Background: an optimization exercise with open tools, aiming at small area, a short achievable clock period and few clock cycles per item. Do not read the settings as production practice.
The RTL was checked by simulation tests, not by an equivalence proof against the original design.
Power figures rest on the tool's default switching activity, not on a simulated workload.

**flow/constraint.sdc**
```tcl
create_clock -name core_clock -period 10.0 [get_ports {i_clk}]
set_input_delay 2.0000 -clock core_clock [delete_from_list [all_inputs] [get_ports {i_clk}]]
set_output_delay 2.0000 -clock core_clock [all_outputs]
set_load 0.01 [all_outputs]
```
**flow/design.v**
```verilog
`default_nettype none
package bpn_pkg;
    localparam int SAMPLE_W            = 16;
    localparam int PEAK_W              = SAMPLE_W + 1;
    localparam int FRAC_BITS           = SAMPLE_W - 1;
    localparam int DEFAULT_BLOCK_DEPTH = 64;
    localparam int RING_TAP            = 63;
    localparam int DIV_STEPS           = 1;
    localparam int DIV_STAGES          = (FRAC_BITS + DIV_STEPS - 1) / DIV_STEPS;
    localparam int RING_LEN            = RING_TAP + DIV_STAGES + 3;
    localparam int MAX_BLOCKS          = 6;
    localparam logic signed [SAMPLE_W-1:0] Q_POS_MAX = 16'sh7FFF;
    localparam logic signed [SAMPLE_W-1:0] Q_NEG_MAX = 16'sh8000;
endpackage
`default_nettype wire
`default_nettype none
module bpn_div (
    input  wire logic                        i_clk,
    input  wire logic                        i_rst_n,
    input  wire logic                        i_flush,    
    input  wire logic                        i_valid,
    input  wire logic                        i_sign_out,  
    input  wire logic [bpn_pkg::SAMPLE_W-1:0] i_smp,      
    input  wire logic [bpn_pkg::SAMPLE_W-1:0] i_ndiv,     
    output logic                             o_valid,
    output logic                             o_zero,     
    output logic                             o_full,     
    output logic [bpn_pkg::FRAC_BITS-1:0]    o_quot
);
    localparam int W     = bpn_pkg::SAMPLE_W;      
    localparam int F     = bpn_pkg::FRAC_BITS;     
    localparam int NST   = bpn_pkg::DIV_STAGES;    
    logic             r_v    [NST];
    logic [W-1:0]     r_rem  [NST];      
    logic [W-1:0]     r_ndiv [NST];
    logic [F-1:0]     r_quot [NST];      
    logic         w_sign0;
    logic [W-1:0] w_x0, w_t0;
    assign w_sign0 = i_smp[W-1];
    assign w_x0    = i_smp ^ {W{w_sign0}};
    assign w_t0    = W'({w_x0[W-2:0], w_sign0} + i_ndiv + W'(w_sign0));
    function automatic logic [W-1:0] f_step(input logic [W-1:0] r, input logic [W-1:0] np);
        logic sub;
        sub = !r[W-1];
        f_step = W'({r[W-2:0], 1'b0} + (sub ? np : ~np) + W'(!sub));
    endfunction
    genvar k;
    generate
        for (k = 0; k < NST; k++) begin : g_st
            logic [W-1:0] w_rem;
            logic [F-1:0] w_quot;
            if (k == 0) begin : g_first
                assign w_rem  = w_t0;
                assign w_quot = '0;
                always_ff @(posedge i_clk) begin
                    if (!i_rst_n || i_flush) r_v[k] <= 1'b0;
                    else                     r_v[k] <= i_valid;
                    r_ndiv[k] <= i_ndiv;
                end
            end else begin : g_next
                assign w_rem  = f_step(r_rem[k-1], r_ndiv[k-1]);
                assign w_quot = {r_quot[k-1][F-2:0], !r_rem[k-1][W-1]};
                always_ff @(posedge i_clk) begin
                    if (!i_rst_n || i_flush) r_v[k] <= 1'b0;
                    else                     r_v[k] <= r_v[k-1];
                    r_ndiv[k] <= r_ndiv[k-1];
                end
            end
            always_ff @(posedge i_clk) begin
                r_rem[k]  <= w_rem;
                r_quot[k] <= w_quot;
            end
        end
    endgenerate
    logic r_zero, r_p32k;
    always_ff @(posedge i_clk) begin
        r_zero <= (r_ndiv[NST-2] == '0);
        r_p32k <= (r_ndiv[NST-2] == W'(16'h8000));
    end
    logic [F-1:0] w_q;
    assign w_q = {r_quot[NST-1][F-2:0], !r_rem[NST-1][W-1]};
    assign o_valid = r_v[NST-1];
    assign o_full  = i_sign_out && ((w_q == '0) || ((&w_q) && !r_p32k));
    assign o_zero  = r_zero;
    assign o_quot  = w_q;
endmodule
`default_nettype wire
`default_nettype none
module block_peak_normaliser #(
    parameter int BLOCK_DEPTH = bpn_pkg::DEFAULT_BLOCK_DEPTH
) (
    input  wire logic                          i_clk,
    input  wire logic                          i_rst_n,
    input  wire logic                          i_in_valid,
    output logic                               o_in_ready,
    input  wire logic [bpn_pkg::SAMPLE_W-1:0]  i_in_sample,
    input  wire logic                          i_in_end_of_block,
    output logic                               o_out_valid,
    input  wire logic                          i_out_ready,
    output logic [bpn_pkg::SAMPLE_W-1:0]       o_out_norm_value,
    output logic                               o_out_last,
    output logic                               o_out_silent_block
);
    localparam int W     = bpn_pkg::SAMPLE_W;           
    localparam int F     = bpn_pkg::FRAC_BITS;          
    localparam int N     = bpn_pkg::RING_LEN;
    localparam int TAP   = bpn_pkg::RING_TAP;
    localparam int K     = bpn_pkg::MAX_BLOCKS;
    localparam int PW    = $clog2(N);
    localparam int CW    = $clog2(N + 1);
    localparam int BW    = $clog2(BLOCK_DEPTH);
    localparam int RW    = W + 1;                       
    localparam int KW    = $clog2(K);
    localparam int KC    = $clog2(K + 1);
    localparam int ARR   = TAP + 1 + bpn_pkg::DIV_STAGES;
    function automatic logic [PW-1:0] f_inc(input logic [PW-1:0] x);
        f_inc = (x == PW'(N - 1)) ? '0 : PW'(x + 1'b1);
    endfunction
    function automatic logic [KW-1:0] f_kinc(input logic [KW-1:0] x);
        f_kinc = (x == KW'(K - 1)) ? '0 : KW'(x + 1'b1);
    endfunction
    function automatic logic [W-1:0] f_nmag(input logic [W-1:0] s);
        f_nmag = s[W-1] ? s : W'(~s + 1'b1);
    endfunction
    logic [RW*N-1:0]  r_ring;
    logic [PW-1:0]    r_phw;                
    logic [PW-1:0]    r_dist;               
    logic [PW-1:0]    r_lpt, r_rpt;
    logic [CW-1:0]    r_occ, r_pend;        
    logic [W-1:0]     r_desc [K];           
    logic [KW-1:0]    r_wh, r_lh, r_fh;     
    logic [KC-1:0]    r_cwl, r_cwf;         
    logic [KC-1:0]    r_nblk;
    logic             r_open;
    logic [BW-1:0]    r_bc;
    logic             r_w1_v, r_w1_first;
    logic [W-1:0]     w_w1_smp;
    logic             w_w1_eob;
    logic [W-1:0]     r_acc;                
    logic             r_p0_v;
    logic [W-1:0]     r_p0_ndiv;
    logic             r_o_v, r_o_last, r_o_zero;
    logic             r_drop_d, r_tlast_d;    
    logic [W-1:0]     r_o_val;
    logic r_in_ready;
    logic w_acc, w_close_in, w_ready_n;
    logic [CW-1:0] w_occ_n;
    logic          w_open_n;
    assign o_in_ready = r_in_ready;
    assign w_acc      = i_in_valid && r_in_ready;
    assign w_close_in = i_in_end_of_block || (r_bc == BW'(BLOCK_DEPTH - 1));
    logic          w_sp00, w_sp01, w_sp10, w_sp11, w_space_n;
    assign w_occ_n  = CW'(r_occ + w_acc - w_take);
    assign w_sp00   = (r_occ <= CW'(N - 1));
    assign w_sp01   = (r_occ <= CW'(N - 2));
    assign w_sp10   = (r_occ <= CW'(N));
    assign w_sp11   = w_sp00;
    assign w_space_n = w_take ? (w_acc ? w_sp11 : w_sp10) : (w_acc ? w_sp01 : w_sp00);
    assign w_open_n = w_acc ? !w_close_in : r_open;
    assign w_ready_n = (w_acc || (r_dist == PW'(1)) || (r_occ == '0))
                    && w_space_n
                    && (w_open_n || (KC'(r_nblk + (w_acc && !r_open)) < KC'(K)));
    logic [W-1:0] w_nmag, w_npeak;
    logic         w_s1_close;
    assign w_w1_smp = r_ring[W-1:0];
    assign w_w1_eob = r_ring[W];
    logic [W-1:0] w_sacc;
    logic         w_s1_new;
    assign w_nmag     = f_nmag(w_w1_smp);
    assign w_sacc     = W'(w_w1_smp + r_acc);
    assign w_s1_new   = r_w1_first || (w_w1_smp[W-1] ? ({~w_w1_smp[W-1], w_w1_smp[W-2:0]} <= {~r_acc[W-1], r_acc[W-2:0]})
                                                     : !w_sacc[W-1]);
    assign w_npeak    = w_s1_new ? w_nmag : r_acc;
    assign w_s1_close = r_w1_v && w_w1_eob;
    logic w_wr;
    assign w_wr = w_acc;
    logic [PW:0]   w_phs;
    logic [PW-1:0] w_pht;
    assign w_phs = (PW+1)'(r_phw + (TAP + 1));
    assign w_pht = (w_phs >= (PW+1)'(N)) ? PW'(w_phs - N) : PW'(w_phs);
    logic [RW-1:0] w_tap;
    logic          w_launch;
    logic [W-1:0]  w_ldiv;
    assign w_tap    = r_ring[RW*TAP +: RW];
    logic w_closing;
    assign w_closing = w_s1_close && (r_cwl == '0);
    assign w_launch  = (r_phw == r_lpt) && (r_pend != '0) && ((r_cwl != '0) || w_closing)
                    && !r_drop_d;
    assign w_ldiv    = w_closing ? w_npeak : r_desc[r_lh];
    logic              w_dv, w_dfull, w_rsign, w_rzero;
    logic [F-1:0]      w_dquot;
    logic              w_rlast;
    assign w_rsign = r_ring[RW*ARR + W-1];
    assign w_rlast = r_ring[RW*ARR + W];
    bpn_div u_div (
        .i_clk   (i_clk),
        .i_rst_n (i_rst_n),
        .i_flush (w_drop),
        .i_valid (r_p0_v),
        .i_sign_out (w_rsign),
        .i_smp   (r_ring[RW*(TAP+1) +: W]),
        .i_ndiv  (r_p0_ndiv),
        .o_valid (w_dv),
        .o_zero  (w_rzero),
        .o_full  (w_dfull),
        .o_quot  (w_dquot)
    );
    logic         w_arr, w_free, w_take, w_drop;
    logic [W-1:0] w_rval;
    assign w_arr  = w_dv;
    assign w_free = !r_o_v || i_out_ready;
    assign w_take = w_arr && w_free;
    assign w_drop = w_arr && !w_free;
    always_comb begin
        if (w_rzero) begin
            w_rval = '0;
        end else if (w_rsign) begin
            w_rval = w_dfull ? bpn_pkg::Q_NEG_MAX : W'(~{1'b0, w_dquot} + 1'b1);
        end else begin
            w_rval = {1'b0, w_dquot};    
        end
    end
    always_ff @(posedge i_clk) begin
        r_ring <= {r_ring[RW*(N-1)-1:0],
                   w_wr ? {w_close_in, i_in_sample} : r_ring[RW*(N-1) +: RW]};
    end
    always_ff @(posedge i_clk) begin
        if (!i_rst_n) begin
            r_phw  <= '0;
            r_dist <= '0;
            r_lpt  <= '0;
            r_rpt  <= '0;
            r_occ  <= '0;
            r_pend <= '0;
            r_wh   <= '0;
            r_lh   <= '0;
            r_fh   <= '0;
            r_cwl  <= '0;
            r_cwf  <= '0;
            r_nblk <= '0;
            r_open <= 1'b0;
            r_bc   <= '0;
            r_w1_v <= 1'b0;
            r_in_ready <= 1'b0;
            r_p0_v <= 1'b0;
            r_o_v  <= 1'b0;
            r_drop_d  <= 1'b0;
            r_tlast_d <= 1'b0;
        end else begin
            r_drop_d  <= w_drop;
            r_tlast_d <= w_take && w_rlast;
            r_phw <= f_inc(r_phw);
            r_dist <= w_wr ? '0 : ((r_dist == '0) ? PW'(N - 1) : PW'(r_dist - 1'b1));
            r_w1_v <= w_acc;
            r_in_ready <= w_ready_n;
            r_open <= w_open_n;
            if (w_acc) begin
                r_bc   <= w_close_in ? '0 : BW'(r_bc + 1'b1);
            end
            r_nblk <= KC'(r_nblk + (w_acc && !r_open) - r_tlast_d);
            if (w_s1_close) begin
                r_wh <= f_kinc(r_wh);
            end
            r_cwf <= KC'(r_cwf + w_s1_close - r_tlast_d);
            r_occ <= w_occ_n;
            if (w_take) begin
                r_rpt <= f_inc(r_rpt);
                if (w_rlast) r_fh <= f_kinc(r_fh);
            end
            if (r_drop_d) begin
                r_lpt  <= r_rpt;
                r_lh   <= r_fh;
                r_cwl  <= KC'(r_cwf + w_s1_close - r_tlast_d);
                r_pend <= CW'(r_occ + w_wr);
            end else begin
                r_pend <= CW'(r_pend + w_wr - w_launch);
                if (w_launch) begin
                    r_lpt <= f_inc(r_lpt);
                    if (w_tap[W]) r_lh <= f_kinc(r_lh);
                end
                r_cwl <= KC'(r_cwl + w_s1_close - (w_launch && w_tap[W]));
            end
            if (w_wr && r_occ == '0) begin
                r_rpt <= w_pht;
                r_lpt <= w_pht;
            end
            r_p0_v <= w_launch && !w_drop;
            if (w_take) begin
                r_o_v <= 1'b1;
            end else if (i_out_ready) begin
                r_o_v <= 1'b0;
            end
        end
        r_w1_first <= !r_open;
        if (r_w1_v) r_acc <= w_npeak;
        if (w_s1_close) r_desc[r_wh] <= w_npeak;
        r_p0_ndiv <= w_ldiv;
        if (w_take) begin
            r_o_val  <= w_rval;
            r_o_last <= w_rlast;
            r_o_zero <= w_rzero;
        end
    end
    assign o_out_valid        = r_o_v;
    assign o_out_norm_value   = r_o_val;
    assign o_out_last         = r_o_last;
    assign o_out_silent_block = r_o_zero;
endmodule
`default_nettype wire
```
**flow/standard.sh**
```bash
#!/bin/bash
# synth_recipe.tcl (not shown) runs the flow's synth.tcl, then flattens the netlist and writes it again
# the make line also repeats each setting of config.mk as NAME=value (left out here)
make -C /OpenROAD-flow-scripts/flow DESIGN_CONFIG=/design/flow/config.mk WORK_HOME=/design/flow/orfs CLKGATE_MAP_FILE= SYNTH_SCRIPT=/design/flow/synth_recipe.tcl "${@:-finish}"
```
**flow/flow/run.sh**
```bash
#!/bin/bash
set -euo pipefail
bash standard.sh SETUP_SLACK_MARGIN=6.8 finish > flow_make.log 2>&1
```
**flow/config.mk**
```make
export PLATFORM = sky130hd
export DESIGN_NAME = block_peak_normaliser
export DESIGN_NICKNAME = block_peak_normaliser
export VERILOG_FILES = /design/flow/design.v
export SDC_FILE = /design/flow/constraint.sdc
export NUM_CORES = 4
export LEC_CHECK = 0
export CAP_MARGIN = 20
export CORE_MARGIN = 2
export CORE_UTILIZATION = 40
export CTS_CLUSTER_DIAMETER = 100
export CTS_CLUSTER_SIZE = 28
export SLEW_MARGIN = 20
```
==> results of run 1 <==
[state kept, by name, summed over array words and instances, names as in the netlist, 6 cells and up, named ones only]
signal	cells
u_div.r_quot	105
r_occ	7
u_div.r_ndiv	224
u_div.r_v	15
r_p0_ndiv	16
r_rpt	7
r_pend	7
r_ring	1377
r_o_val	16
r_desc	96
u_div.r_rem	225
r_phw	7
r_bc	6
r_acc	16
r_dist	7
r_lpt	7
[logic make-up after synthesis]
family,share of synthesized area [%]
xor gates and xnor gates,7.30
and+or+nand+nor,5.01
DFF,72.4
buffers and inverters,1.27
adders and majority gates,6.44
muxes,1.68
AOI/OAI and AO/OA,5.90
[metrics by stage]
stage	hold slack (ns)	std cells
global route	0.327	6619
finish	0.323	6620
floorplan	0.310	4451
global placement	0.310	6483
CTS	0.323	6602
detailed placement	0.312	6483
[worst max-delay path by stage]
stage                 end
5_1_grt        o_out_last
2_1_floorplan   r_pend[6]
3_3_place_gp     r_occ[6]
6_report        r_pend[6]
4_1_cts        o_out_last
3_5_place_dp     r_occ[6]
[timing repair]
action / CTS / global route
gates cloned: 2 / 2
setup endpoints to repair: 180 / 132
resized for setup: 118 / 54
setup buffers: 6 / 12
endpoints found under the hold margin: 0 / 0
pin swaps: 2 / 4
[placed cells by master (no fill, tap or decap), types with 19 or more instances in the layout]
cell type / netlist / routed
nand3_1: 48 / 46
xnor2_1: 205 / 204
buf_4: 1 / 35
xor2_1: 310 / 308
ha_1: 290 / 282
and3_1: 31 / 29
nor3_1: 46 / 44
o21ai_0: 91 / 89
buf_2: 1 / 19
nor2_1: 152 / 151
a31oi_1: 20 / 20
mux2i_1: 41 / 31
edfxtp_1: 130 / 130
a21oi_1: 169 / 164
or3_1: 19 / 19
clkbuf_16: 0 / 88
nand2_1: 151 / 150
a21o_1: 66 / 66
o31ai_1: 19 / 19
o21a_1: 19 / 19
and2_1: 40 / 40
inv_1: 126 / 120
o21bai_1: 38 / 37
nor2b_1: 35 / 34
dfxtp_1: 2041 / 2030
[report_power, final]
part	switching, mW	internal, mW
registers	0.347	9.75
clock network	2.48	1.63
logic	3.12	2.78
total	5.94	14.2
[cell type report]
type	instances	area, µm²	area share (%)
flip-flops and latches	2171	44800	66.1
multi-input cells	2078	16700	24.7
well taps	2044	2560	3.77
clock buffers	103	2250	3.32
repair buffers	85	726	1.07
inverters	128	497	0.733
clock inverters	8	189	0.279
repair inverters	2	13.8	0.0203
diodes	1	2.50	0.00369
[per-layer routing]
metal	wire (µm)	GRT usage, %	vias up
met5	0	0	-
met3	2530	2.02	133
met2	41200	19.1	239
li1	-	-	15000
met4	2310	3.40	0
met1	44500	15.3	13800
[critical path, stage by stage]
cell      delay (ns)
buf_4           0.16
nand2_8         0.09
ha_4            0.27
inv_2           0.04
ha_4            0.15
fa_2            0.38
a21oi_2         0.16
o21bai_2        0.10
a21oi_2         0.14
o21bai_1        0.09
xnor2_1         0.16
mux2i_1         0.08
and2_1          0.15
==> reports/results.ini, run 1 <==
[synth]
ys_types=82
synth_top_flop_cell=dfxtp_1
synthTopCellsByCount=dfxtp_1 (2041), xor2_1 (310), ha_1 (290)
syn-num-nets=4779
syn-cell-area_um2=61800
async_flop_share_pct=0
seq_area_frac_synth_pct=72.4
ys_ff_latch=2171
netlist_instances=4451
synth_most_common_cell=dfxtp_1
synth.largest_area_cell=dfxtp_1
synth-edff-count=130
synthTopCellsByArea=dfxtp_1 (66%), edfxtp_1 (6.3%), ha_1 (5.9%)
yosys_warnings=6
post_synth.cell_area_avg_um2=13.9
synth_top_area_share_pct=66.1

[floorplanning]
initial_core_util_pct=40.2
rows=144
dieArea_um2=158000
num_io_pins=41
core-area_um2=154000
dieWidth_um=397
die_h_um=397

[cells_and_area]
drive_gt1_share_pct=6.58
final_util_pct=44.1
fin_nets=4881
final_cell_area_um2=67800
n_fill_cell=13800
area_growth_pct=9.61

[routing]
drc_errors=0
drt_first_pass_iters=5
wl_per_cell_um=13.7
vias=29200
detail-route-antenna-nets=0
via_per_inst=4.41
wl_mm=90.6
detail_route.iter0.violations=1078

[sta]
clock.fmax_ghz=0.298
hold_violations=0
slew_headroom_pct=33.2
skew_ns=0.0235
rsz0062_at_grt=true
setup_slack_ns=6.65
period_needed_ns=3.35
finalSetupViolations=0
tightest_slew_ns=1.00
post-route-period-util_pct=33.5
tns_ns=0
finalMaxSlewViolations=0

[place]
port_buffers=40
post_dp_cell_area_um2=64800
dp_slack_ns=4.97
routabilityCongestion=0.777
dp_hpwl_mm=59.6

[status]
status=timing/DRC/antenna clean

[min_path]
min-delay-start=u_div.r_quot[13][11]
hold_path_end=u_div.r_quot[14][12]
hold_class=register to register
hold_depth=0

[clock_network]
clk_path_buf_depth=3
cts_tree=built
clk_pin_slew_ns=0.12
clk-insertion-delay-late_ns=0.73
cts_htree_levels=3
cts.sinks=2171
cts_root_buf=clkbuf_16
cts_hold_buffers=0
numCtsBuffers=87

[worst_setup_path]
crit_fanout=7
worstRegToRegCells=14
r2r_slack_ns=6.85
rr_endpoint=r_pend[6]
cp-start-kind=input port
worstPathArrival_ns=3.99
worstReg2RegStart=r_lpt[0]
path_class=input port to register
critPathRequiredTime_ns=10.64
crit_path_start=i_in_valid
cp-end-kind=register

[pwr]
p_per_area_nw_per_um2=297
p_leak_nw=27.6
total_power_mw=20.1
ir_worst_vdd_mv=0.176

[flow_run]
drv_cap=0

[grt]
antenna_found_initial=2
first_global_vias=29200
grt_usage_pct=11.5
grt_overflow=0
grt_pass1_wl_mm=148
grt_max_degree=64

Testbench counts, summed over its fixed seeds: cycles 4,152, items 3,504.
==> inputs of run 2 (changes only) <==
==> flow/flow/run.sh (replaced) <==
#!/bin/bash
set -euo pipefail
bash standard.sh SETUP_SLACK_MARGIN=6.6 finish > flow_make.log 2>&1
==> reports/results.ini, run 2 <==
[status]
status=timing/DRC/antenna clean

[synth]
ys_ff_latch=2171  ; unchanged
seq_area_frac_synth_pct=72.4  ; unchanged
async_flop_share_pct=0  ; unchanged
netlist_instances=4451  ; unchanged
synth-edff-count=130  ; unchanged
synth_top_flop_cell=dfxtp_1
synth_top_area_share_pct=66.1  ; unchanged
yosys_warnings=6  ; unchanged
synthTopCellsByCount=dfxtp_1 (2041), xor2_1 (310), ha_1 (290)
post_synth.cell_area_avg_um2=13.9  ; unchanged
synthTopCellsByArea=dfxtp_1 (66%), edfxtp_1 (6.3%), ha_1 (5.9%)
syn-num-nets=4779  ; unchanged
ys_types=82  ; unchanged
syn-cell-area_um2=61800  ; unchanged
synth.largest_area_cell=dfxtp_1
synth_most_common_cell=dfxtp_1

[pwr]
pwr-share-seq_pct=50.3  ; about the same
p_sw_mw=5.91  ; -0.52%
total_power_mw=20.1  ; -0.19%
switching_share_pct=29.5  ; -0.098 points
internal_power_mw=14.2  ; about the same
p_leak_nw=27.5  ; -0.32%
clkPwrFrac_pct=20.6  ; +0.2 points
ir_worst_vdd_mv=0.185  ; +5.3%
p_per_area_nw_per_um2=297  ; about the same
pwr-share-comb_pct=29.0  ; -0.3 points

[floorplanning]
num_io_pins=41  ; unchanged
dieArea_um2=158000  ; unchanged
core-area_um2=154000  ; unchanged
rows=144  ; unchanged
initial_core_util_pct=40.2  ; unchanged
die_h_um=397  ; unchanged
dieWidth_um=397  ; unchanged

[grt]
grt_overflow=0  ; unchanged
grt_use_met1_pct=15.0  ; -0.22 points
grt_usage_pct=11.3  ; -0.13 points
grt_pass1_wl_mm=147  ; -0.76%
grt_max_degree=64  ; unchanged
global_route.usage.met2_pct=19.0  ; -0.078 points
grt_util_met3_pct=1.92  ; -0.098 points
busiest_layer=met2
first_global_vias=29000  ; -0.66%
antenna_found_initial=2  ; unchanged

[routing]
wl_mm=89.4  ; -1.3%
drt_first_pass_iters=5  ; unchanged
via_per_inst=4.42  ; +0.32%
drc_errors=0  ; unchanged
wl_per_cell_um=13.5  ; -1.1%
detail_route.iter0.violations=1076  ; -0.19%
detail-route-antenna-nets=0  ; unchanged
vias=29200  ; +0.13%

[clock_network]
clk_pin_slew_ns=0.10  ; -0.02 ns
cts_root_buf=clkbuf_16
cts.sinks=2171  ; unchanged
cts_hold_buffers=0  ; unchanged
cts_htree_levels=3  ; unchanged
clk_path_buf_depth=3  ; unchanged
numCtsBuffers=88  ; +1.1%
clk-insertion-delay-late_ns=0.73  ; about the same
cts_tree=built

[place]
dp_slack_ns=4.96  ; -0.0107 ns
routabilityCongestion=0.778  ; +0.13%
port_buffers=40  ; unchanged
dp_hpwl_mm=59.6  ; about the same

[worst_setup_path]
worstPathArrival_ns=3.94  ; -0.05 ns
cpPeakStageDelay_ns=0.36  ; -0.02 ns
cp-start-kind=input port
path_class=input port to register
cp_num_buf_inv=2  ; unchanged
path_delay_family=adder cells
crit_fanout=8  ; +1
slowest_stage=fa_2
critPathRequiredTime_ns=10.62  ; -0.02 ns
path_cells=buf_4 > nand2_8 > ha_4 > inv_2 > ha_4 > fa_2 > a21oi_2 > o21bai_2 > a21oi_2 > o21bai_1 > xnor2_1 > mux2i_1 > and2_1
cp-end-kind=register

[sta]
tns_ns=0  ; unchanged
tightest_slew_ns=1.07  ; +0.0743 ns
skew_ns=0.0403  ; +0.0168 ns
post-route-period-util_pct=33.2  ; -0.28 points
finalMaxSlewViolations=0  ; unchanged
rsz0062_at_grt=true
setup_slack_ns=6.68  ; +0.0280 ns
slew_headroom_pct=28.1  ; -5.1 points
period_needed_ns=3.32  ; -0.0280 ns
hold_violations=0  ; unchanged
finalSetupViolations=0  ; unchanged
clock.fmax_ghz=0.301  ; +0.84%

[cells_and_area]
regMostFlops=r_ring
largest_reg_flops=1377  ; unchanged
fin_nets=4868  ; -0.27%
mostFrequentLayoutCell=dfxtp_1
drive_gt1_share_pct=5.72  ; -0.86 points
reg_top3=r_ring: 1377 flops, u_div.r_rem: 225 flops, u_div.r_ndiv: 224 flops
area_growth_pct=9.32
diodes=0  ; -1
n_fill_cell=13900  ; +0.49%
layout_common_cells=dfxtp_1 (2036), xor2_1 (309), ha_1 (282), xnor2_1 (204), a21oi_1 (166)

[min_path]
hold_class=register to register

[flow_run]
drv_cap=0  ; unchanged

[run 2: cell counts after synthesis]
No cell type changed its count.
[run 2: worst paths after layout]
path                             from                  end  slack (ns)  cells past startpoint
setup reg to reg  u_div.r_rem[10][15]  u_div.r_rem[11][14]        6.80                     10
setup / recovery           i_in_valid            r_pend[6]        6.68                     13
hold / removal           r_ring[1327]         r_ring[1344]        0.33                      0
hold reg to reg          r_ring[1327]         r_ring[1344]        0.33                      0
[run 2: repair_timing]
item / CTS / global route
gates cloned: 2 / 0
buffers inserted: 2 / 7
gates resized for setup: 73 / 34
endpoints found under the setup margin: 80 / 146
pin swaps: 1 / 6
[run 2: logic make-up (layout without fill, tap and decap cells)]
group / after synthesis / in the layout / share of synthesized area [%]
AOI/OAI and AO/OA: 554 / 554 / 5.90
DFF: 2171 / 2171 / 72.4
and+or+nand+nor: 621 / 622 / 5.01
xor gates and xnor gates: 515 / 515 / 7.30
muxes: 79 / 79 / 1.68
adders and majority gates: 308 / 308 / 6.44
buffers and inverters: 203 / 314 / 1.27
[run 2: area by class of cell]
type / instances / area (µm²) / share of cell area, %
well taps: 2044 / 2560 / 3.78
clock buffers: 102 / 2280 / 3.37
repair inverters: 1 / 5.00 / 0.00741
repair buffers: 72 / 638 / 0.944
multi-input cells: 2078 / 16600 / 24.6
inverters: 128 / 497 / 0.735
flip-flops and latches: 2171 / 44800 / 66.3
clock inverters: 11 / 199 / 0.294
[run 2: power groups by stage]
stage | Sequential, mW | Combinational, mW | Clock [mW]
after floorplan | 10.2 | 4.81 | 0
after global placement | 10.3 | 5.70 | 0
after detailed placement | 10.3 | 5.82 | 0
after CTS | 10.1 | 5.86 | 4.32
after global routing | 10.2 | 6.59 | 4.61
final | 10.1 | 5.83 | 4.14
[run 2: routing by layer]
layer	routed length (µm)	part of all wire, %
met1	43500	49
met3	2590	2.9
met2	41200	46
met4	2070	2.3
met5	0	0
[run 2: per-stage QoR]
stage	utilization (%)	hold WS [ns]	std cells	area [µm²]
floorplan	-	0.310	4451	62000
global placement	42.2	0.310	6481	64800
detailed placement	42.2	0.312	6481	64800
CTS	43.8	0.326	6598	67300
global route	44.0	0.329	6607	67600
finish	44.0	0.326	6607	67600
==> inputs of run 3 (changes only) <==
--- a/flow/design.v
+++ b/flow/design.v
@@ -152,3 +152,12 @@
     logic          w_sp00, w_sp01, w_sp10, w_sp11, w_space_n;
-    assign w_occ_n  = CW'(r_occ + w_acc - w_take);
+    logic [CW-1:0] w_occ_p1, w_occ_m1, w_pend_l, w_pend_lp1, w_occ_w;
+    logic [KC-1:0] w_nblk_b, w_nblk_bp1;
+    assign w_occ_p1  = CW'(r_occ + 1'b1);
+    assign w_occ_m1  = CW'(r_occ - 1'b1);
+    assign w_occ_n   = w_acc ? (w_take ? r_occ : w_occ_p1) : (w_take ? w_occ_m1 : r_occ);
+    assign w_occ_w   = w_acc ? w_occ_p1 : r_occ;
+    assign w_pend_l  = w_launch ? CW'(r_pend - 1'b1) : r_pend;
+    assign w_pend_lp1 = w_launch ? r_pend : CW'(r_pend + 1'b1);
+    assign w_nblk_b  = KC'(r_nblk - r_tlast_d);
+    assign w_nblk_bp1 = KC'(r_nblk + 1'b1 - r_tlast_d);
     assign w_sp00   = (r_occ <= CW'(N - 1));
@@ -161,3 +170,3 @@
                     && w_space_n
-                    && (w_open_n || (KC'(r_nblk + (w_acc && !r_open)) < KC'(K)));
+                    && (w_open_n || ((w_acc && !r_open) ? (r_nblk < KC'(K - 1)) : (r_nblk < KC'(K))));
     logic [W-1:0] w_nmag, w_npeak;
@@ -259,3 +268,3 @@
             end
-            r_nblk <= KC'(r_nblk + (w_acc && !r_open) - r_tlast_d);
+            r_nblk <= (w_acc && !r_open) ? w_nblk_bp1 : w_nblk_b;
             if (w_s1_close) begin
@@ -273,5 +282,5 @@
                 r_cwl  <= KC'(r_cwf + w_s1_close - r_tlast_d);
-                r_pend <= CW'(r_occ + w_wr);
+                r_pend <= w_occ_w;
             end else begin
-                r_pend <= CW'(r_pend + w_wr - w_launch);
+                r_pend <= w_acc ? w_pend_lp1 : w_pend_l;
                 if (w_launch) begin
--- a/flow/config.mk
+++ b/flow/config.mk
@@ -9,3 +9,3 @@
 export CORE_MARGIN = 2
-export CORE_UTILIZATION = 40
+export CORE_UTILIZATION = 50
 export CTS_CLUSTER_DIAMETER = 100
==> reports/results.ini, run 3 <==
[floorplanning]
initial_core_util_pct=50.5  ; +10 points
dieArea_um2=126000  ; -20%
dieWidth_um=355  ; -11%
num_io_pins=41  ; unchanged
die_h_um=355  ; -11%
core-area_um2=122000  ; -21%
rows=128  ; -11%

[synth]
post_synth.cell_area_avg_um2=13.8  ; -0.77%
synthTopCellsByCount=dfxtp_1 (2041), xor2_1 (298), ha_1 (287)
synth_top_flop_cell=dfxtp_1
ys_ff_latch=2171  ; unchanged
synthTopCellsByArea=dfxtp_1 (66%), edfxtp_1 (6.3%), ha_1 (5.8%)
netlist_instances=4470  ; +0.43%
syn-cell-area_um2=61600  ; -0.35%
synth.largest_area_cell=dfxtp_1
ys_types=80  ; -2.4%
synth-edff-count=130  ; unchanged
synth_top_area_share_pct=66.3  ; +0.23 points
async_flop_share_pct=0  ; unchanged
seq_area_frac_synth_pct=72.7  ; +0.25 points
syn-num-nets=4795  ; +0.33%
synth_most_common_cell=dfxtp_1
yosys_warnings=6  ; unchanged

[routing]
top_layer_used=met4
wl_mm=90.7  ; +1.5%
drc_errors=0  ; unchanged
drt_first_pass_iters=5  ; unchanged
detail-route-antenna-nets=0  ; unchanged
dr_wl_met3_mm=3.02  ; +17%
dr_wl_met2_mm=40.9  ; -0.79%
vias=29100  ; -0.56%
m1WireLength_mm=44.5  ; +2.4%
via_per_inst=4.69  ; +5.9%
wl_per_cell_um=14.6  ; +8.0%
detail_route.iter0.violations=1471  ; +37%

[cells_and_area]
n_fill_cell=10200  ; -27%
seq_area_um2=44800  ; about the same
largest_reg_flops=1377  ; unchanged
fin_nets=4875  ; +0.14%
multi_input_area_um2=16200  ; -2.4%
reg_top3=r_ring: 1377 flops, u_div.r_rem: 225 flops, u_div.r_ndiv: 224 flops
regMostFlops=r_ring
drive_gt1_share_pct=4.39  ; -1.3 points
final_util_pct=54.6  ; +11 points
mostFrequentLayoutCell=dfxtp_1
area_growth_pct=8.25
layout_common_cells=dfxtp_1 (2034), xor2_1 (298), ha_1 (285), xnor2_1 (211), nor2_1 (209)

[worst_setup_path]
path_cells=clkdlybuf4s50_1 > nor2b_2 > nand2b_4 > clkinvlp_4 > nand2_1 > nor3_1 > a211oi_1 > a21oi_1 > nor3_1
path_class=input port to register
crit_fanout=13  ; +5
cp-end-kind=register
cp_num_buf_inv=2  ; unchanged
slowest_stage=clkdlybuf4s50_1
cpPeakStageDelay_ns=0.41  ; +0.05 ns
critPathRequiredTime_ns=10.62  ; about the same
cp-start-kind=input port
path_delay_family=simple AND/OR/NAND/NOR gates
r2r_slack_ns=6.82  ; +0.02 ns
crit_top_cell=nor3_1
worstPathArrival_ns=3.93  ; about the same

[place]
dp_hpwl_mm=60.3  ; +1.2%
routabilityCongestion=0.809  ; +3.9%
port_buffers=40  ; unchanged
dp_slack_ns=4.98  ; +0.0233 ns

[sta]
post-route-period-util_pct=33.1  ; -0.084 points
rsz0062_at_grt=true
setup_slack_ns=6.69  ; +0.00838 ns
period_needed_ns=3.31  ; -0.00838 ns
tns_ns=0  ; unchanged
hold_violations=0  ; unchanged
skew_ns=0.0345  ; -0.00584 ns
clock.fmax_ghz=0.302  ; +0.25%
whs_ns=0.321  ; -0.00522 ns
slew_headroom_pct=27.0  ; -1.1 points
finalSetupViolations=0  ; unchanged
tightest_slew_ns=1.09  ; +0.0169 ns
finalMaxSlewViolations=0  ; unchanged

[clock_network]
cts.sinks=2171  ; unchanged
cts_tree=built
clk_pin_slew_ns=0.10  ; about the same
cts_htree_levels=3  ; unchanged
clk_path_buf_depth=3  ; unchanged
cts_root_buf=clkbuf_16
numCtsBuffers=89  ; +1.1%
clk-insertion-delay-late_ns=0.73  ; about the same

[pwr]
total_power_mw=20.6  ; +2.6%
p_leak_nw=27.4  ; -0.31%
ir_worst_vdd_mv=0.175  ; -5.2%
p_per_area_nw_per_um2=309  ; +4.0%

[grt]
grt_usage_pct=14.5  ; +3.1 points
antenna_found_initial=3  ; +1
grt_pass1_wl_mm=149  ; +1.3%
grt_max_degree=48  ; -25%
grt_overflow=0  ; unchanged
first_global_vias=28900  ; -0.47%

[status]
status=timing/DRC/antenna clean

[min_path]
hold_class=register to register

[flow_run]
drv_cap=0  ; unchanged

run 3: layout make-up:
cell class / count / area share [%]
multi-input cells: 2094 / 24.3
repair inverters: 1 / 0.0113
clock buffers: 102 / 3.41
diodes: 2 / 0.00750
flip-flops and latches: 2171 / 67.1
repair buffers: 66 / 0.859
well taps: 1625 / 3.05
inverters: 127 / 0.726
clock inverters: 16 / 0.439
run 3: cells by family after synthesis:
| logic type | Yosys count | share of synthesized area [%] |
|---|---|---|
| AO/OA/AOI/OAI | 587 | 6.04 |
| XOR/XNOR | 510 | 7.26 |
| adder cells (fa/ha/maj) | 304 | 6.38 |
| buffers and inverters | 207 | 1.29 |
| flip-flops | 2171 | 72.7 |
| multiplexers | 71 | 1.53 |
| AND/OR/NAND/NOR | 620 | 4.83 |
run 3: routing by layer:
| layer | track usage (%) | vias up |
|---|---|---|
| met1 | 19.8 | 13600 |
| met5 | 0 | - |
| li1 | - | 15000 |
| met2 | 23.6 | 339 |
| met4 | 4.08 | 0 |
| met3 | 2.59 | 139 |
run 3: worst paths after layout:
path	from	endpoint	cells after the start
worst max-delay path	i_out_ready	r_occ[3]	9
worst min-delay path	r_ring[84]	r_ring[101]	0
worst max register to register	r_ring[15]	r_p0_ndiv[5]	10
worst min register to register	r_ring[84]	r_ring[101]	0
run 3: where the power goes:
part / switching, mW / internal [mW] / leakage (nW)
Combinational: 3.18 / 2.87 / 8.19
Sequential: 0.431 / 9.91 / 18.0
Clock: 2.50 / 1.70 / 1.24
Total: 6.11 / 14.5 / 27.4
run 3: timing repair:
action | CTS | global route
resized for setup | 60 | 19
hold buffers | 0 | 0
setup endpoints to repair | 219 | 83
gates cloned | 3 | 0
pin swaps | 1 | 0
setup buffers | 3 | 0
run 3: stage by stage:
step	cells	area, µm²
2_1_floorplan	4470	61700
3_3_place_gp	6078	64000
3_5_place_dp	6078	64000
4_1_cts	6202	66700
5_1_grt	6202	66700
6_report	6204	66700
Testbench counts of run 3, summed over its fixed seeds: cycles 4,152, items 3,504.
==> inputs of run 4 (changes only) <==
--- a/flow/config.mk
+++ b/flow/config.mk
@@ -9,3 +9,3 @@
 export CORE_MARGIN = 2
-export CORE_UTILIZATION = 50
+export CORE_UTILIZATION = 40
 export CTS_CLUSTER_DIAMETER = 100
==> reports/results.ini, run 4 <==
[synth]
syn-cell-area_um2=61600  ; unchanged
seq_area_frac_synth_pct=72.7  ; unchanged
ys_types=80  ; unchanged
synthTopCellsByArea=dfxtp_1 (66%), edfxtp_1 (6.3%), ha_1 (5.8%)
yosys_warnings=6  ; unchanged
synth-edff-count=130  ; unchanged
ys_ff_latch=2171  ; unchanged
synth_top_flop_cell=dfxtp_1
synth.largest_area_cell=dfxtp_1
syn-num-nets=4795  ; unchanged
synthTopCellsByCount=dfxtp_1 (2041), xor2_1 (298), ha_1 (287)
post_synth.cell_area_avg_um2=13.8  ; unchanged
synth_most_common_cell=dfxtp_1
synth_top_area_share_pct=66.3  ; unchanged
async_flop_share_pct=0  ; unchanged
netlist_instances=4470  ; unchanged

[cells_and_area]
largest_reg_flops=1377  ; unchanged
fin_nets=4875  ; unchanged
multi_input_area_um2=16200  ; about the same
n_fill_cell=13900  ; +37%
regMostFlops=r_ring
finalNonFillerCells=6618  ; +6.7%
layout_common_cells=dfxtp_1 (2037), xor2_1 (298), ha_1 (285), xnor2_1 (211), nor2_1 (209)
reg_top3=r_ring: 1377 flops, u_div.r_rem: 225 flops, u_div.r_ndiv: 224 flops
seq_area_um2=44800  ; about the same
mostFrequentLayoutCell=dfxtp_1
drive_gt1_share_pct=4.61  ; +0.22 points
area_growth_pct=8.91

[status]
status=timing/DRC/antenna clean

[grt]
grt_pass1_wl_mm=150  ; +1.1%
antenna_found_initial=4  ; +1
grt_max_degree=47  ; -2.1%
grt_usage_pct=11.7  ; -2.8 points
first_global_vias=29300  ; +1.4%
grt_overflow=0  ; unchanged

[min_path]
hold_depth=0  ; unchanged
min-delay-start=r_ring[101]
hold_class=register to register
hold_path_end=r_ring[118]

[pwr]
pwr-share-comb_pct=29.6  ; +0.2 points
p_leak_nw=27.3  ; -0.21%
ir_worst_vdd_mv=0.183  ; +4.6%
total_power_mw=20.6  ; -0.11%
p_sw_mw=6.12  ; about the same
p_per_area_nw_per_um2=307  ; -0.72%
switching_share_pct=29.7  ; +0.059 points
internal_power_mw=14.5  ; -0.19%
clkPwrFrac_pct=20.3  ; about the same
pwr-share-seq_pct=50.1  ; about the same

[place]
routabilityCongestion=0.786  ; -2.8%
dp_slack_ns=5.08  ; +0.0965 ns
place_inst=6495  ; +6.9%
dp_hpwl_mm=59.8  ; -0.92%
port_buffers=40  ; unchanged

[flow_run]
drv_cap=0  ; unchanged

[worst_setup_path]
rr_endpoint=r_p0_ndiv[15]
worstRegToRegCells=10  ; unchanged
cp-end-kind=output port
crit_fanout=1  ; -12
cp_num_buf_inv=1  ; -1
path_class=register to output port
path_delay_family=flip-flops
worstReg2RegStart=r_ring[15]
worstPathArrival_ns=1.34  ; -2.59 ns
r2r_slack_ns=6.78  ; -0.04 ns
path_cells=buf_2
cpPeakStageDelay_ns=0.44  ; +0.03 ns
slowest_stage=edfxtp_1
critPathRequiredTime_ns=8.00  ; -2.62 ns
cp-start-kind=register

[routing]
detail_route.iter0.violations=1119  ; -24%
detail-route-antenna-nets=0  ; unchanged
via_per_inst=4.41  ; -5.8%
drc_errors=0  ; unchanged
wl_per_cell_um=13.6  ; -6.7%
drt_first_pass_iters=7  ; +2
wl_mm=90.3  ; -0.47%
vias=29200  ; +0.44%

[sta]
slew_headroom_pct=27.2  ; +0.15 points
finalSetupViolations=0  ; unchanged
skew_ns=0.0741  ; +0.0396 ns
period_needed_ns=3.34  ; +0.0290 ns
rsz0062_at_grt=true
hold_violations=0  ; unchanged
finalMaxSlewViolations=0  ; unchanged
post-route-period-util_pct=33.4  ; +0.29 points
tightest_slew_ns=1.09  ; +0.00134 ns
clock.fmax_ghz=0.299  ; -0.87%
setup_slack_ns=6.66  ; -0.0290 ns
tns_ns=0  ; unchanged

[clock_network]
clk_pin_slew_ns=0.11  ; about the same
numCtsBuffers=88  ; -1.1%
cts_tree=built
clk-insertion-delay-late_ns=0.74  ; about the same
cts.sinks=2171  ; unchanged
cts_root_buf=clkbuf_16
clk_path_buf_depth=3  ; unchanged
cts_htree_levels=3  ; unchanged

[floorplanning]
num_io_pins=41  ; unchanged
die_h_um=396  ; +12%
core-area_um2=154000  ; +26%
rows=144  ; +13%
dieWidth_um=396  ; +12%
dieArea_um2=157000  ; +25%
initial_core_util_pct=40.1  ; -10 points

run 4: cell counts after synthesis:
Identical to the previous run, type by type.
run 4: layer usage:
metal / routed length (µm) / track usage (%) / vias up
met5: 0 / 0 / -
met4: 2350 / 3.45 / 0
met3: 2540 / 2.00 / 138
met2: 42100 / 19.8 / 258
met1: 43300 / 15.2 / 13800
li1: - / - / 15000
run 4: kinds of logic (layout without fill, tap and decap cells):
logic type	count (synthesis)	count (layout)	synth area share (%)
flops	2171	2171	72.7
simple gates	620	621	4.83
compound gates	587	587	6.04
xor+xnor	510	510	7.26
fa+ha+maj	304	304	6.38
buf+inv	207	309	1.29
mux	71	71	1.53
other cells	0	1	0
run 4: power groups by stage:
| stage | clock, mW | combinational [mW] | sequential [mW] |
|---|---|---|---|
| 2_1_floorplan | 0 | 5.05 | 10.4 |
| 3_3_place_gp | 0 | 6.01 | 10.5 |
| 3_5_place_dp | 0 | 6.11 | 10.5 |
| 4_1_cts | 4.35 | 6.15 | 10.3 |
| 5_1_grt | 4.65 | 6.99 | 10.4 |
| 6_report | 4.17 | 6.10 | 10.3 |
run 4: final cells by class:
| cell class | count | area share, % |
|---|---|---|
| tap | 2044 | 3.81 |
| timing repair buffer | 68 | 0.779 |
| sequential | 2171 | 66.7 |
| clock buffer | 103 | 3.41 |
| inverter | 127 | 0.716 |
| timing repair inverter | 1 | 0.0112 |
| multi-input combinational | 2093 | 24.2 |
| antenna | 1 | 0.00373 |
| clock inverter | 10 | 0.341 |
run 4: what timing repair did:
item	CTS	global route
gates resized for setup	93	18
setup buffers	4	3
pin swaps	1	1
cloned	2	0
hold buffers	0	0
setup endpoints to repair	183	137
run 4: stage by stage:
stage                     instance area (µm²)  hold WS, ns  util (%)
after floorplan                         61700        0.310         -
after global placement                  64500        0.310      42.0
after detailed placement                64500        0.312      42.0
after CTS                               67000        0.312      43.7
after global routing                    67100        0.306      43.7
final                                   67100        0.309      43.7
run 4: how the worst max path moves through the flow:
stage,from,endpoint,slack (ns),cells past startpoint
floorplan,i_in_valid,r_pend[6],6.03,13
global placement,i_out_ready,r_occ[3],5.08,9
detailed placement,i_out_ready,r_occ[3],5.08,9
CTS,i_out_ready,r_o_last,6.50,4
global route,r_o_val[13],o_out_norm_value[13],6.56,1
finish,r_o_val[13],o_out_norm_value[13],6.66,1
==> inputs of run 5 (changes only) <==
==> flow/flow/run.sh (replaced) <==
#!/bin/bash
set -euo pipefail
bash standard.sh SETUP_SLACK_MARGIN=6.6 place > flow_make_place.log 2>&1
openroad -no_init -exit flow/swap_ports.tcl > swap_ports.log 2>&1
bash standard.sh SETUP_SLACK_MARGIN=6.6 finish > flow_make.log 2>&1
==> flow/flow/swap_ports.tcl (new file) <==
# Swap the port buffers that buffer_ports placed (a slow delay-style buffer
# on sky130hd) for plain buf_4 cells, which are narrower, at the same spot.
set res orfs/results/sky130hd/block_peak_normaliser/base
read_db $res/3_place.odb
set db [ord::get_db]
set block [ord::get_db_block]
set m [$db findMaster sky130_fd_sc_hd__buf_4]
set n 0
foreach i [$block getInsts] {
  set name [$i getName]
  if {[regexp {^(input|output)[0-9]+$} $name]} {
    set old [[$i getMaster] getName]
    if {[string match "*clkdlybuf*" $old] || [string match "*dlygate*" $old]} {
      $i swapMaster $m
      incr n
      puts "swapped $name $old"
    }
  }
}
puts "swapped $n port buffers"
write_db $res/3_place.odb
==> reports/results.ini, run 5 <==
[pwr]
pwr-share-seq_pct=50.1  ; about the same
ir_worst_vdd_mv=0.183  ; about the same
switching_share_pct=29.7  ; about the same
p_per_area_nw_per_um2=307  ; about the same
p_leak_nw=27.3  ; about the same
internal_power_mw=14.4  ; about the same
p_sw_mw=6.11  ; -0.11%
pwr-share-comb_pct=29.6  ; about the same
clkPwrFrac_pct=20.3  ; about the same

[clock_network]
clk_path_buf_depth=3  ; unchanged
numCtsBuffers=88  ; unchanged
cts_tree=built
clk-insertion-delay-late_ns=0.74  ; about the same
cts_htree_levels=3  ; unchanged
clk_pin_slew_ns=0.11  ; about the same
cts_root_buf=clkbuf_16
cts.sinks=2171  ; unchanged

[synth]
async_flop_share_pct=0  ; unchanged
ys_types=80  ; unchanged
yosys_warnings=6  ; unchanged
syn-num-nets=4795  ; unchanged
syn-cell-area_um2=61600  ; unchanged
synth_top_area_share_pct=66.3  ; unchanged
synth_top_flop_cell=dfxtp_1
synth.largest_area_cell=dfxtp_1
post_synth.cell_area_avg_um2=13.8  ; unchanged
seq_area_frac_synth_pct=72.7  ; unchanged
netlist_instances=4470  ; unchanged
synthTopCellsByArea=dfxtp_1 (66%), edfxtp_1 (6.3%), ha_1 (5.8%)
synthTopCellsByCount=dfxtp_1 (2041), xor2_1 (298), ha_1 (287)
synth-edff-count=130  ; unchanged
ys_ff_latch=2171  ; unchanged
synth_most_common_cell=dfxtp_1

[worst_setup_path]
path_cells=buf_6
path_delay_family=flip-flops
crit_fanout=1  ; unchanged
cp-start-kind=register
cpPeakStageDelay_ns=0.46  ; +0.02 ns
worstPathArrival_ns=1.34  ; about the same
cp-end-kind=output port
worstRegToRegCells=9  ; -1
r2r_slack_ns=6.78  ; about the same
rr_endpoint=r_desc[5][4]
worstReg2RegStart=r_ring[15]
path_class=register to output port
cp_num_buf_inv=1  ; unchanged
slowest_stage=edfxtp_1
critPathRequiredTime_ns=8.00  ; about the same

[routing]
wl_per_cell_um=13.6  ; -0.44%
detail-route-antenna-nets=0  ; unchanged
wl_mm=89.8  ; -0.50%
dr_wl_met2_mm=41.8  ; -0.67%
dr_wl_met3_mm=2.63  ; +3.8%
drt_first_pass_iters=5  ; -2
drc_errors=0  ; unchanged
via_per_inst=4.41  ; -0.11%
detail_route.iter0.violations=1133  ; +1.3%
top_layer_used=met4
m1WireLength_mm=43.1  ; -0.49%
vias=29100  ; -0.17%

[cells_and_area]
regMostFlops=r_ring
reg_top3=r_ring: 1377 flops, u_div.r_rem: 225 flops, u_div.r_ndiv: 224 flops
drive_gt1_share_pct=4.93  ; +0.31 points
final_util_pct=43.7  ; about the same
mostFrequentLayoutCell=dfxtp_1
layout_common_cells=dfxtp_1 (2037), xor2_1 (298), ha_1 (285), xnor2_1 (211), nor2_1 (209)
area_growth_pct=8.82  ; about the same
fin_nets=4870  ; -0.10%
largest_reg_flops=1377  ; unchanged
finalNonFillerCells=6614  ; -0.060%

[min_path]
hold_class=register to register
hold_depth=0  ; unchanged
min-delay-start=r_ring[101]
hold_path_end=r_ring[118]

[floorplanning]
core-area_um2=154000  ; unchanged
num_io_pins=41  ; unchanged
dieArea_um2=157000  ; unchanged
dieWidth_um=396  ; unchanged
die_h_um=396  ; unchanged
initial_core_util_pct=40.1  ; unchanged
rows=144  ; unchanged

[place]
port_buffers=40  ; unchanged
dp_hpwl_mm=59.8  ; unchanged
dp_slack_ns=5.08  ; unchanged
place_inst=6495  ; unchanged
routabilityCongestion=0.786  ; unchanged

[grt]
first_global_vias=29300  ; -0.014%
antenna_found_initial=4  ; unchanged
grt_max_degree=47  ; unchanged
grt_usage_pct=11.6  ; -0.051 points
grt_overflow=0  ; unchanged
grt_pass1_wl_mm=150  ; -0.28%

[sta]
finalSetupViolations=0  ; unchanged
finalMaxSlewViolations=0  ; unchanged
setup_slack_ns=6.66  ; +0.00133 ns
tns_ns=0  ; unchanged
post-route-period-util_pct=33.4  ; about the same
clock.fmax_ghz=0.299  ; about the same
skew_ns=0.0739  ; -0.000113 ns
rsz0062_at_grt=true
slew_headroom_pct=27.6  ; +0.44 points
tightest_slew_ns=1.08  ; -0.00770 ns
period_needed_ns=3.34  ; -0.00133 ns
hold_violations=0  ; unchanged

[flow_run]
drv_cap=0  ; unchanged

[status]
status=timing/DRC/antenna clean

==> run 5: cell counts after synthesis <==
No cell type changed its count.
==> run 5: metrics by stage <==
stage / total power [mW] / hold slack [ns] / instance area (µm²)
floorplan: 15.4 / 0.310 / 61700
global placement: 16.5 / 0.310 / 64500
detailed placement: 16.6 / 0.312 / 64500
CTS: 20.8 / 0.312 / 67000
global route: 22.1 / 0.306 / 67000
finish: 20.6 / 0.308 / 67000
==> run 5: layer usage <==
| layer | vias to the layer above | track usage [%] |
|---|---|---|
| li1 | 15000 | - |
| met1 | 13700 | 15.1 |
| met2 | 264 | 19.8 |
| met3 | 138 | 1.99 |
| met4 | 0 | 3.46 |
| met5 | - | 0 |
==> run 5: worst max path at each step <==
stage	from	endpoint	slack (ns)	cells after the start
floorplan	i_in_valid	r_pend[6]	6.03	13
global placement	i_out_ready	r_occ[3]	5.08	9
global route	r_o_val[13]	o_out_norm_value[13]	6.56	1
detailed placement	i_out_ready	r_occ[3]	5.08	9
CTS	r_in_ready	o_in_ready	6.53	1
finish	r_o_val[13]	o_out_norm_value[13]	6.66	1
==> run 5: logic make-up after synthesis <==
kind of cell	after synthesis	share of synthesized area [%]
flip-flops	2171	72.7
AO/OA/AOI/OAI	587	6.04
multiplexers	71	1.53
XOR/XNOR	510	7.26
buffers and inverters	207	1.29
adder cells (fa/ha/maj)	304	6.38
AND/OR/NAND/NOR	620	4.83
==> run 5: cell type report <==
| cell class | instances | area, µm² |
|---|---|---|
| fill | 13900 | 86500 |
| sequential | 2171 | 44800 |
| multi-input combinational | 2092 | 16200 |
| tap | 2044 | 2560 |
| clock buffer | 103 | 2290 |
| timing repair buffer | 64 | 484 |
| inverter | 127 | 480 |
| clock inverter | 10 | 229 |
| timing repair inverter | 1 | 7.51 |
| antenna | 2 | 5.00 |
==> run 5: worst register-to-register path: stages (launching register included) <==
cell and delay [ns]:
dfxtp_2 0.58, inv_2 0.12, ha_1 0.35, and3_1 0.22, nand2_1 0.10, a211oi_2 0.24
o31ai_1 0.11, a311o_1 0.37, a31o_4 0.33, mux2i_1 0.52
==> run 5: timing repair <==
action                                  4_1_cts  5_1_grt
resized for setup                            10       15
hold buffers                                  0        0
cloned                                        1        0
endpoints found under the setup margin      143      141
pin swaps                                     0        1
buffers inserted                              3        0
==> run 5: power groups by stage <==
| stage | Sequential (mW) | Clock (mW) | Combinational, mW |
|---|---|---|---|
| after global placement | 10.5 | 0 | 6.01 |
| final | 10.3 | 4.17 | 6.08 |
| after floorplan | 10.4 | 0 | 5.05 |
| after global routing | 10.4 | 4.65 | 6.97 |
| after detailed placement | 10.5 | 0 | 6.11 |
| after CTS | 10.3 | 4.35 | 6.14 |
==> inputs of run 6 (changes only) <==
--- a/flow/design.v
+++ b/flow/design.v
@@ -128,3 +128,4 @@
     logic [PW-1:0]    r_lpt, r_rpt;
-    logic [CW-1:0]    r_occ, r_pend;        
+    logic [CW-1:0]    r_occl, r_pend;
+    logic             r_tk_d;
     logic [W-1:0]     r_desc [K];           
@@ -132,3 +133,3 @@
     logic [KC-1:0]    r_cwl, r_cwf;         
-    logic [KC-1:0]    r_nblk;
+    logic [KC-1:0]    r_nblkl;              
     logic             r_open;
@@ -146,3 +147,4 @@
     logic w_acc, w_close_in, w_ready_n;
-    logic [CW-1:0] w_occ_n;
+    logic [CW-1:0] w_occ_e;
+    logic [KC-1:0] w_nblk_e;
     logic          w_open_n;
@@ -152,15 +154,7 @@
     logic          w_sp00, w_sp01, w_sp10, w_sp11, w_space_n;
-    logic [CW-1:0] w_occ_p1, w_occ_m1, w_pend_l, w_pend_lp1, w_occ_w;
-    logic [KC-1:0] w_nblk_b, w_nblk_bp1;
-    assign w_occ_p1  = CW'(r_occ + 1'b1);
-    assign w_occ_m1  = CW'(r_occ - 1'b1);
-    assign w_occ_n   = w_acc ? (w_take ? r_occ : w_occ_p1) : (w_take ? w_occ_m1 : r_occ);
-    assign w_occ_w   = w_acc ? w_occ_p1 : r_occ;
-    assign w_pend_l  = w_launch ? CW'(r_pend - 1'b1) : r_pend;
-    assign w_pend_lp1 = w_launch ? r_pend : CW'(r_pend + 1'b1);
-    assign w_nblk_b  = KC'(r_nblk - r_tlast_d);
-    assign w_nblk_bp1 = KC'(r_nblk + 1'b1 - r_tlast_d);
-    assign w_sp00   = (r_occ <= CW'(N - 1));
-    assign w_sp01   = (r_occ <= CW'(N - 2));
-    assign w_sp10   = (r_occ <= CW'(N));
+    assign w_occ_e   = CW'(r_occl + r_w1_v - r_tk_d);
+    assign w_nblk_e  = KC'(r_nblkl + (r_w1_v && r_w1_first));
+    assign w_sp00   = (w_occ_e <= CW'(N - 1));
+    assign w_sp01   = (w_occ_e <= CW'(N - 2));
+    assign w_sp10   = (w_occ_e <= CW'(N));
     assign w_sp11   = w_sp00;
@@ -168,5 +162,5 @@
     assign w_open_n = w_acc ? !w_close_in : r_open;
-    assign w_ready_n = (w_acc || (r_dist == PW'(1)) || (r_occ == '0))
+    assign w_ready_n = (w_acc || (r_dist == PW'(1)) || (w_occ_e == '0))
                     && w_space_n
-                    && (w_open_n || ((w_acc && !r_open) ? (r_nblk < KC'(K - 1)) : (r_nblk < KC'(K))));
+                    && (w_open_n || ((w_acc && !r_open) ? (w_nblk_e < KC'(K - 1)) : (w_nblk_e < KC'(K))));
     logic [W-1:0] w_nmag, w_npeak;
@@ -241,3 +235,4 @@
             r_rpt  <= '0;
-            r_occ  <= '0;
+            r_occl <= '0;
+            r_tk_d <= 1'b0;
             r_pend <= '0;
@@ -248,3 +243,3 @@
             r_cwf  <= '0;
-            r_nblk <= '0;
+            r_nblkl <= '0;
             r_open <= 1'b0;
@@ -268,3 +263,3 @@
             end
-            r_nblk <= (w_acc && !r_open) ? w_nblk_bp1 : w_nblk_b;
+            r_nblkl <= KC'(w_nblk_e - r_tlast_d);
             if (w_s1_close) begin
@@ -273,3 +268,4 @@
             r_cwf <= KC'(r_cwf + w_s1_close - r_tlast_d);
-            r_occ <= w_occ_n;
+            r_occl <= w_occ_e;
+            r_tk_d <= w_take;
             if (w_take) begin
@@ -282,5 +278,5 @@
                 r_cwl  <= KC'(r_cwf + w_s1_close - r_tlast_d);
-                r_pend <= w_occ_w;
+                r_pend <= w_occ_e;
             end else begin
-                r_pend <= w_acc ? w_pend_lp1 : w_pend_l;
+                r_pend <= CW'(r_pend + r_w1_v - w_launch);
                 if (w_launch) begin
@@ -291,3 +287,3 @@
             end
-            if (w_wr && r_occ == '0) begin
+            if (w_wr && w_occ_e == '0) begin
                 r_rpt <= w_pht;
--- a/flow/config.mk
+++ b/flow/config.mk
@@ -7,2 +7,3 @@
 export LEC_CHECK = 0
+export ABC_AREA = 1
 export CAP_MARGIN = 20
==> reports/results.ini, run 6 <==
[status]
status=timing/DRC/antenna clean

[synth]
ys_ff_latch=2172  ; +0.046%
synthTopCellsByArea=dfxtp_1 (65%), edfxtp_1 (6.2%), ha_1 (5.9%)
syn-cell-area_um2=62500  ; +1.5%
syn-num-nets=5346  ; +11%
synth-edff-count=130  ; unchanged
post_synth.cell_area_avg_um2=12.5  ; -9.5%
synth_top_flop_cell=dfxtp_1
yosys_warnings=6  ; unchanged
synthTopCellsByCount=dfxtp_1 (2042), nand2_1 (554), xor2_1 (392)
netlist_instances=5014  ; +12%
synth_most_common_cell=dfxtp_1
ys_types=52  ; -35%
seq_area_frac_synth_pct=71.6  ; -1.0 points
synth_top_area_share_pct=65.4  ; -0.92 points
async_flop_share_pct=0  ; unchanged
synth.largest_area_cell=dfxtp_1

[floorplanning]
num_io_pins=41  ; unchanged
dieWidth_um=399  ; +0.72%
core-area_um2=156000  ; +1.4%
rows=145  ; +0.69%
die_h_um=399  ; +0.72%
dieArea_um2=159000  ; +1.4%
initial_core_util_pct=40.2  ; about the same

[worst_setup_path]
crit_fanout=1  ; unchanged
r2r_slack_ns=6.83  ; +0.05 ns
cp_num_buf_inv=1  ; unchanged
path_delay_family=flip-flops
slowest_stage=edfxtp_1
path_cells=buf_6
cpPeakStageDelay_ns=0.44  ; -0.02 ns
path_class=register to output port
cp-start-kind=register
cp-end-kind=output port
critPathRequiredTime_ns=8.00  ; about the same
worstPathArrival_ns=1.32  ; -0.02 ns

[routing]
vias=31900  ; +9.3%
detail_route.iter0.violations=1458  ; +29%
wl_mm=98.0  ; +9.1%
wl_per_cell_um=13.7  ; +0.56%
detail-route-antenna-nets=0  ; unchanged
drc_errors=0  ; unchanged
drt_first_pass_iters=5  ; unchanged
via_per_inst=4.44  ; +0.75%

[clock_network]
cts_root_buf=clkbuf_16
clk_pin_slew_ns=0.10  ; about the same
cts_hold_buffers=0  ; unchanged
numCtsBuffers=89  ; +1.1%
cts_htree_levels=3  ; unchanged
clk-insertion-delay-late_ns=0.77  ; +0.03 ns
cts.sinks=2172  ; +0.046%
clk_path_buf_depth=3  ; unchanged
cts_tree=built

[sta]
slew_headroom_pct=28.1  ; +0.50 points
tns_ns=0  ; unchanged
skew_ns=0.0559  ; -0.0181 ns
setup_slack_ns=6.68  ; +0.0224 ns
finalSetupViolations=0  ; unchanged
finalMaxSlewViolations=0  ; unchanged
period_needed_ns=3.32  ; -0.0224 ns
hold_violations=0  ; unchanged
post-route-period-util_pct=33.2  ; -0.22 points
rsz0062_at_grt=true
clock.fmax_ghz=0.301  ; +0.67%
tightest_slew_ns=1.08  ; -0.00982 ns

[pwr]
p_per_area_nw_per_um2=309  ; +0.77%
p_leak_nw=28.6  ; +4.6%
ir_worst_vdd_mv=0.182  ; -0.84%

[grt]
grt_pass1_wl_mm=162  ; +7.9%
grt_max_degree=50  ; +6.4%
antenna_found_initial=3  ; -1
grt_overflow=0  ; unchanged
grt_usage_pct=12.4  ; +0.80 points
first_global_vias=31900  ; +9.0%

[cells_and_area]
drive_gt1_share_pct=4.14  ; -0.78 points
n_fill_cell=14300  ; +3.0%
layout_common_cells=dfxtp_1 (2032), nand2_1 (553), xor2_1 (392), inv_1 (321), a21oi_1 (308)
fin_nets=5427  ; +11%
mostFrequentLayoutCell=dfxtp_1
largest_reg_flops=1377  ; unchanged
area_growth_pct=8.75  ; about the same
regMostFlops=r_ring
reg_top3=r_ring: 1377 flops, u_div.r_rem: 225 flops, u_div.r_ndiv: 224 flops

[place]
dp_hpwl_mm=67.6  ; +13%
port_buffers=40  ; unchanged
dp_slack_ns=5.20  ; +0.129 ns
routabilityCongestion=0.866  ; +10%

[flow_run]
drv_cap=0  ; unchanged

[min_path]
hold_class=register to register

## run 6: worst paths after layout
check,startpoint,to,cells past startpoint
max,r_o_val[5],o_out_norm_value[5],1
min,r_ring[301],r_ring[318],0
max reg2reg,r_lpt[2],r_pend[6],17
min reg2reg,r_ring[301],r_ring[318],0
## run 6: cell families (layout without fill, tap and decap cells)
group | after synthesis | after routing | share of synthesized area (%)
buffers and inverters | 401 | 505 | 2.46
adder cells (fa/ha/maj) | 311 | 311 | 6.44
flip-flops | 2172 | 2172 | 71.6
other | 0 | 1 | 0
XOR/XNOR | 506 | 506 | 7.10
AND/OR/NAND/NOR | 986 | 986 | 6.69
AO/OA/AOI/OAI | 638 | 638 | 5.65
## run 6: layer usage
layer	wire length (µm)	track usage, %	vias to the layer above
met5	0	0	-
met4	3230	4.60	0
met3	3120	2.00	184
met2	45800	21.2	396
met1	45900	15.8	14900
li1	-	-	16400
## run 6: where the power goes
part,internal (mW),switching (mW)
logic,2.57,3.79
clock network,1.71,2.54
registers,9.99,0.416
## run 6: timing repair
| action | CTS | global route |
|---|---|---|
| resized for setup | 6 | 14 |
| endpoints found under the hold margin | 0 | 0 |
| endpoints found under the setup margin | 35 | 128 |
| setup buffers | 1 | 1 |
| pin swaps | 0 | 2 |
| gates cloned | 0 | 0 |
## run 6: per-stage QoR
stage / power (mW) / cell area (µm²) / hold WS (ns) / std cells / util, %
after CTS: 21.2 / 67900 / 0.300 / 7174 / 43.6
after global routing: 22.5 / 68000 / 0.314 / 7176 / 43.7
after global placement: 16.9 / 65400 / 0.310 / 7059 / 42.0
after detailed placement: 17.0 / 65400 / 0.312 / 7059 / 42.0
after floorplan: 15.5 / 62500 / 0.310 / 5014 / -
final: 21.0 / 68000 / 0.291 / 7177 / 43.7
## run 6: cell type report
cell class	count	area [µm²]	share of cell area (%)
Clock buffer	102	2290	3.36
Inverter	324	1220	1.79
Sequential cell	2172	44800	65.9
Timing Repair Buffer	67	518	0.762
Antenna cell	1	2.50	0.00368
Tap cell	2058	2570	3.79
Multi-Input combinational cell	2441	16300	23.9
Clock inverter	12	315	0.464
Testbench counts of run 6, summed over its fixed seeds: cycles 4,152, items 3,504.

## afterwards: timing with drivers on the ports
No port has a modelled driver above. Below, the same layouts with a new extraction and two added sets of constraints. Step 1 assumes that a clkbuf_16 drives the clock port and a buf_2 every other input. Step 2 also shifts input and output timing later by t, the mid clock arrival at the registers, as if the neighbouring blocks saw the same clock. a / b / c = no drivers / after step 1 / after step 2; a / b = the first two.
| run | shift t [ns] | setup slack, ns | worst slew at a driven data input, ns | pins driven straight from the clock port |
|---|---|---|---|---|
| run 1 | 0.791 | 6.649 / 6.623 / 5.894 | 0.14 | 1 |
| run 2 | 0.784 | 6.677 / 6.618 / 5.931 | 0.07 | 1 |
| run 3 | 0.776 | 6.686 / 6.622 / 5.957 | 0.08 | 1 |
| run 4 | 0.775 | 6.656 / 6.586 / 6.004 | 0.07 | 1 |
| run 5 | 0.775 | 6.658 / 6.587 / 5.960 | 0.07 | 1 |
| run 6 | 0.807 | 6.680 / 6.605 / 6.068 | 0.09 | 1 |
After both steps setup and hold are still met in every run listed. For run 1, which loses most, drivers alone change the setup slack by -0.026 ns; drivers and shift together by -0.755 ns.
